What follows belongs to an exercise in optimizing a design on an open flow for small area, a short achievable clock period and few clock cycles per item; a production flow would make more cautious choices. Function was checked by simulation only, so behaviour that the tests miss may differ from the original.

$ cat design/flow/run.sh
#!/bin/bash
# synth_recipe.tcl (not shown) runs the flow's synth.tcl, then flattens the netlist and writes it again
# the make line also repeats each setting of config.mk as NAME=value (left out here)
make -C /OpenROAD-flow-scripts/flow DESIGN_CONFIG=/design/flow/config.mk WORK_HOME=/design/flow/orfs CLKGATE_MAP_FILE= SYNTH_SCRIPT=/design/flow/synth_recipe.tcl finish
$ cat design/flow/config.mk
export PLATFORM = sky130hd
export DESIGN_NAME = mul_div_unit
export DESIGN_NICKNAME = mul_div_unit
export VERILOG_FILES = /design/flow/design.v
export SDC_FILE = /design/flow/constraint.sdc
export NUM_CORES = 4
export LEC_CHECK = 0
export CAP_MARGIN = 20
export CORE_MARGIN = 2
export CORE_UTILIZATION = 40
export SLEW_MARGIN = 20
$ cat design/flow/constraint.sdc
create_clock -name core_clock -period 11.0 [get_ports {CLK}]
set_input_delay 2.2000 -clock core_clock [delete_from_list [all_inputs] [get_ports {CLK}]]
set_output_delay 2.2000 -clock core_clock [all_outputs]
set_load 0.01 [all_outputs]
$ cat design/flow/design.v
module mul_div_unit #(
  parameter int XLEN       = 32,
  parameter int DIV_CYCLES = 32
) (
  input  logic            CLK,
  input  logic            RESET_N,
  input  logic            start,
  input  logic            flush,
  input  logic [4:0]      ALU_sel,
  input  logic [XLEN-1:0] operand1,
  input  logic [XLEN-1:0] operand2,
  output logic            is_md,
  output logic            busy,
  output logic            done,
  output logic [XLEN-1:0] result
);
  localparam int CW = $clog2(DIV_CYCLES);
  typedef enum logic [1:0] {S_IDLE, S_MUL, S_DIV, S_DONE} state_t;
  state_t          r_state;
  state_t          w_next;
  logic [2:0]      r_op;
  logic [XLEN-1:0] r_a;
  logic [XLEN-1:0] r_b;
  logic [XLEN-1:0] r_rem;
  logic [XLEN-1:0] r_quo;
  logic [XLEN-1:0] r_dvs;
  logic [CW-1:0]   r_cnt;
  logic [XLEN-1:0] r_result;
  logic            w_accept;
  logic            w_signed_div;
  logic            w_special;
  logic [XLEN-1:0] w_abs1;
  logic [XLEN-1:0] w_abs2;
  assign is_md        = (ALU_sel[4:3] == 2'b01);
  assign w_accept     = (r_state == S_IDLE) && start && is_md && !flush;
  assign w_signed_div = is_md && ALU_sel[2] && !ALU_sel[0];
  assign w_special    = ALU_sel[2] &&
                        ((operand2 == '0) ||
                         (w_signed_div && (operand1 == {1'b1, {(XLEN-1){1'b0}}}) &&
                          (operand2 == '1)));
  assign w_abs1       = (w_signed_div && operand1[XLEN-1]) ? (~operand1 + 1'b1) : operand1;
  assign w_abs2       = (w_signed_div && operand2[XLEN-1]) ? (~operand2 + 1'b1) : operand2;
  logic [XLEN:0]   w_shift;
  logic            w_ge;
  logic [XLEN-1:0] w_sub;
  logic [XLEN-1:0] w_rem_nx;
  logic [XLEN-1:0] w_quo_nx;
  logic            w_neg_q;
  logic            w_neg_r;
  logic [XLEN-1:0] w_div_res;
  assign w_shift   = {r_rem, r_quo[XLEN-1]};
  assign w_ge      = (w_shift >= {1'b0, r_dvs});
  assign w_sub     = w_shift[XLEN-1:0] - r_dvs;
  assign w_rem_nx  = w_ge ? w_sub : w_shift[XLEN-1:0];
  assign w_quo_nx  = {r_quo[XLEN-2:0], w_ge};
  assign w_neg_q   = !r_op[0] && (r_a[XLEN-1] ^ r_b[XLEN-1]);
  assign w_neg_r   = !r_op[0] && r_a[XLEN-1];
  assign w_div_res = r_op[1] ? (w_neg_r ? (~w_rem_nx + 1'b1) : w_rem_nx)
                             : (w_neg_q ? (~w_quo_nx + 1'b1) : w_quo_nx);
  logic [XLEN:0]     w_a_ext;
  logic [XLEN:0]     w_b_ext;
  logic [2*XLEN-1:0] w_a_wide;
  logic [2*XLEN-1:0] w_b_wide;
  logic [2*XLEN-1:0] w_prod;
  logic [XLEN-1:0]   w_mul_res;
  logic [XLEN-1:0]   w_spc_res;
  logic [XLEN-1:0]   w_short_res;
  assign w_a_ext     = {((r_op == 3'b001) || (r_op == 3'b010)) && r_a[XLEN-1], r_a};
  assign w_b_ext     = {(r_op == 3'b001) && r_b[XLEN-1], r_b};
  assign w_a_wide    = {{(XLEN-1){w_a_ext[XLEN]}}, w_a_ext};
  assign w_b_wide    = {{(XLEN-1){w_b_ext[XLEN]}}, w_b_ext};
  assign w_prod      = w_a_wide * w_b_wide;
  assign w_mul_res   = (r_op[1:0] == 2'b00) ? w_prod[XLEN-1:0] : w_prod[2*XLEN-1:XLEN];
  assign w_spc_res   = (r_b == '0) ? (r_op[1] ? r_a : '1) : (r_op[1] ? '0 : r_a);
  assign w_short_res = r_op[2] ? w_spc_res : w_mul_res;
  always_ff @(posedge CLK or negedge RESET_N) begin
    if (!RESET_N) r_state <= S_IDLE;
    else          r_state <= w_next;
  end
  always_comb begin
    w_next = r_state;
    case (r_state)
      S_IDLE: if (w_accept) w_next = (!ALU_sel[2] || w_special) ? S_MUL : S_DIV;
      S_MUL:  w_next = flush ? S_IDLE : S_DONE;
      S_DIV:  if (flush) w_next = S_IDLE;
              else if (r_cnt == CW'(DIV_CYCLES-1)) w_next = S_DONE;
      S_DONE: w_next = S_IDLE;
      default: w_next = S_IDLE;
    endcase
  end
  always_ff @(posedge CLK or negedge RESET_N) begin
    if (!RESET_N) begin
      r_op     <= '0;
      r_a      <= '0;
      r_b      <= '0;
      r_rem    <= '0;
      r_quo    <= '0;
      r_dvs    <= '0;
      r_cnt    <= '0;
      r_result <= '0;
    end else begin
      case (r_state)
        S_IDLE: if (w_accept) begin
          r_op  <= ALU_sel[2:0];
          r_a   <= operand1;
          r_b   <= operand2;
          r_rem <= '0;
          r_quo <= w_abs1;
          r_dvs <= w_abs2;
          r_cnt <= '0;
        end
        S_MUL: if (!flush) r_result <= w_short_res;
        S_DIV: if (!flush) begin
          r_rem <= w_rem_nx;
          r_quo <= w_quo_nx;
          r_cnt <= r_cnt + 1'b1;
          if (r_cnt == CW'(DIV_CYCLES-1)) r_result <= w_div_res;
        end
        default: ;
      endcase
    end
  end
  assign busy      = (r_state != S_IDLE);
  assign done      = (r_state == S_DONE);
  assign result    = r_result;
endmodule
==> run notes <==
metal layers:
| metal | up-vias | global-route usage | routed length (µm) | part of all wire |
|---|---|---|---|---|
| li1 | 18200 | - | - | - |
| met2 | 1637 | 0.411 | 76900 | 0.46 |
| met1 | 21800 | 0.357 | 71800 | 0.43 |
| met3 | 276 | 0.0323 | 12600 | 0.075 |
| met4 | 4 | 0.0830 | 6670 | 0.040 |
| met5 | - | 0 | 23 | 0.00014 |
path summary, 6_finish.rpt:
check / start / slack (ps) / endpoint / cells past startpoint
max: r_op[0] / 1290 / r_result[30] / 26
min: r_a[2] / 480 / r_a[2] / 2
max reg2reg: r_op[0] / 1290 / r_result[30] / 26
min reg2reg: r_a[2] / 480 / r_a[2] / 2
max in group asynchronous: RESET_N / 7040 / r_quo[25] / 3
min in group asynchronous: RESET_N / 1680 / r_rem[9] / 1
metrics by stage:
step / std cells / area (µm²) / hold WS, ps / setup WS (ps) / utilization
2_1_floorplan: 6121 / 52400 / 450 / 2620 / -
3_3_place_gp: 7701 / 55100 / 462 / 1190 / 0.425
3_5_place_dp: 7701 / 55100 / 466 / 1370 / 0.425
4_1_cts: 7747 / 56000 / 480 / 1360 / 0.432
5_1_grt: 7750 / 56000 / 498 / 1010 / 0.432
6_report: 7751 / 56000 / 479 / 1290 / 0.432
kinds of logic (layout without fill, tap and decap cells):
group                      after synthesis  count (layout)  share of synthesized area
AOI/OAI and AO/OA                      730             730                     0.0873
xor gates and xnor gates               203             203                     0.0339
adders and majority gates             1383            1383                      0.492
buffers and inverters                 1610            1494                      0.116
DFF                                    201             201                     0.0960
muxes                                   28              28                    0.00535
other                                    0               4                          0
and+or+nand+nor                       1966            1966                      0.170
cell usage in the layout (no fill, tap or decap), types with 28 or more instances in the layout:
master / instances
o21ai_0: 215
nor3_1: 46
buf_4: 115
a31oi_1: 28
xor2_1: 87
clkdlybuf4s50_1: 106
a21oi_1: 202
nor2_1: 208
nand2_1: 1125
nor4_1: 35
mux2i_1: 28
inv_1: 1225
ha_1: 256
nand3_1: 74
dfrtp_1: 201
a21o_1: 55
xnor2_1: 116
fa_1: 1125
and2_1: 318
cell usage after synthesis (all sizes together), types with 27 or more instances:
cell	n	area share
inv	1225	0.088
clkbuf	361	0.026
xor2	87	0.015
nand2	1126	0.081
a211oi	27	0.0043
nor2	213	0.015
and2	322	0.039
nor3	47	0.0046
o31ai	27	0.0040
dfrtp	201	0.096
mux2i	28	0.0054
nand3	74	0.0071
xnor2	116	0.019
o21ai	228	0.022
a21o	55	0.0079
a21oi	204	0.020
ha	257	0.061
a31oi	29	0.0038
nor4	38	0.0049
fa	1126	0.43
state kept, by name (all words and copies together) (netlist names):
| name | count |
|---|---|
| r_state | 2 |
| r_dvs | 31 |
| r_cnt | 5 |
| r_b | 32 |
| r_op | 3 |
| r_result | 32 |
| r_quo | 32 |
| r_rem | 32 |
| r_a | 32 |
final cells by class:
class | instances | area, µm²
Sequential cell | 201 | 5030
Inverter | 1225 | 4600
Clock inverter | 12 | 225
Multi-Input combinational cell | 4310 | 41300
Clock buffer | 34 | 731
Tap cell | 1742 | 2180
Timing Repair Buffer | 223 | 1960
Antenna cell | 4 | 10.0
Fill cell | 12900 | 73600
critical path: cells and delay by family (launching register included):
| kind | cells | cell delay (ps) |
|---|---|---|
| adder cells (fa/ha/maj) | 9 | 4750 |
| AO/OA/AOI/OAI | 3 | 1800 |
| buffers and inverters | 8 | 1450 |
| AND/OR/NAND/NOR | 5 | 790 |
| flip-flops | 1 | 510 |
| XOR/XNOR | 1 | 240 |
==> flow_metrics.py <==
metrics = {
    "outcome": {
        "outcome": "no timing/DRC/antenna violations",
    },
    "clock_network": {
        "cts_setup_buffers": 0,
        "clock_latency_ps": 570,
        "htreeDepth": 1,
        "cts_buffers": 26,
        "clock_sinks": 201,
        "cts.repair.resized": 0,
        "tritoncts": "done",
        "cts_buffer_depth": 3,
        "clkTransAtPathRegs_ps": 60,
        "hold_buffers": 0,
        "cts-root-buf": "clkbuf_16",
    },
    "yosys": {
        "syn_area_um2": 52400,
        "yosysWarningCount": 1,
        "async_flop_share": 1.00,
        "synth_edf_count": 0,
        "yosysSeqAreaShare": 0.0960,
        "avgSynthCellArea_um2": 8.56,
        "synth.distinct_cells": 86,
        "synth_flop_cell": "dfrtp_1",
        "syn_inst": 6121,
        "synth_nets": 7577,
        "synth-seq-cells": 201,
    },
    "floorplan": {
        "dieArea_um2": 134000,
        "num_io_pins": 108,
        "core_um2": 130000,
        "die_x_um": 366,
        "start_util": 0.404,
        "die_height_um": 366,
        "rows": 132,
    },
    "drt": {
        "wire_per_inst_um": 21.7,
        "firstDrtPassIters": 6,
        "viasPerCell": 5.41,
        "ant_nets": 0,
        "drt_wl_total_um": 168000,
        "drc": 0,
        "via_count": 42000,
        "drt-initial-drc-count": 3526,
    },
    "layout": {
        "area_growth_pct": 7.02,
        "drive_above_1_share": 0.0356,
        "final_nets": 7443,
    },
    "worst_setup_path": {
        "path_class": "reg2reg",
        "crit_path_end_kind": "register",
        "worst-path-max-fanout": 31,
        "critPathRequiredTime_ps": 11430,
        "cp_slowest_stage_delay_ps": 880,
        "start_kind": "register",
        "slowest_stage": "a2111oi_1",
        "worstPathArrival_ps": 10140,
    },
    "sta": {
        "relSlewSlack": 0.236,
        "tightest_slew_ps": 1150,
        "fin_crit_ps": 9710,
        "drv_slew": 0,
        "setup_violations": 0,
        "max_freq_mhz": 103,
        "fin_worst_skew_ps": 16.5,
        "finalHoldViolCount": 0,
        "setup-tns-final_ps": 0,
        "finalCritPeriodShare": 0.882,
        "rsz0062_at_grt": "no",
    },
    "placed_design": {
        "place.detailed.hpwl_um": 135000,
        "portBuffers": 107,
        "place.gp.congestion": 0.960,
    },
    "global_routing": {
        "antenna_found_initial": 6,
        "track_usage": 0.255,
        "grt.overflow.total": 0,
        "first_global_vias": 44400,
        "grt_pass1_wl_um": 266000,
        "grt_max_degree": 78,
    },
    "min_path": {
        "holdCritPathClass": "reg2reg",
    },
    "job": {
        "drv_cap": 0,
    },
}
Testbench counts, summed over its fixed seeds: cycles 24,684, ops 2,400.

[static timing again, ports no longer ideal]
The flow's constraints put no driver on any port. The routed layout listed below was extracted and timed again, unchanged, in two steps. Step 1: set_driving_cell puts a clkbuf_16 on CLK and a buf_2 on each other input, an assumption about the parent block. Step 2, shift: input delay + t, output delay - t, t = (earliest + latest rising clock arrival at the registers) / 2. This alone moves slack from input paths to output paths. Slacks: ideal / step 1 / step 2; pairs: ideal / step 1.
t (ns): 0.605
setup WS [ns]: 1.294 / 1.294 / 1.294
hold slack, ns: 0.479 / 0.479 / 0.479
latest minus earliest clock arrival (ns): 0.017 / 0.018
cell pins on the clock port's net: 1
After both steps setup and hold are still met in this run. For this run, drivers alone change the setup slack by 0.000 ns; drivers and shift together by 0.000 ns.
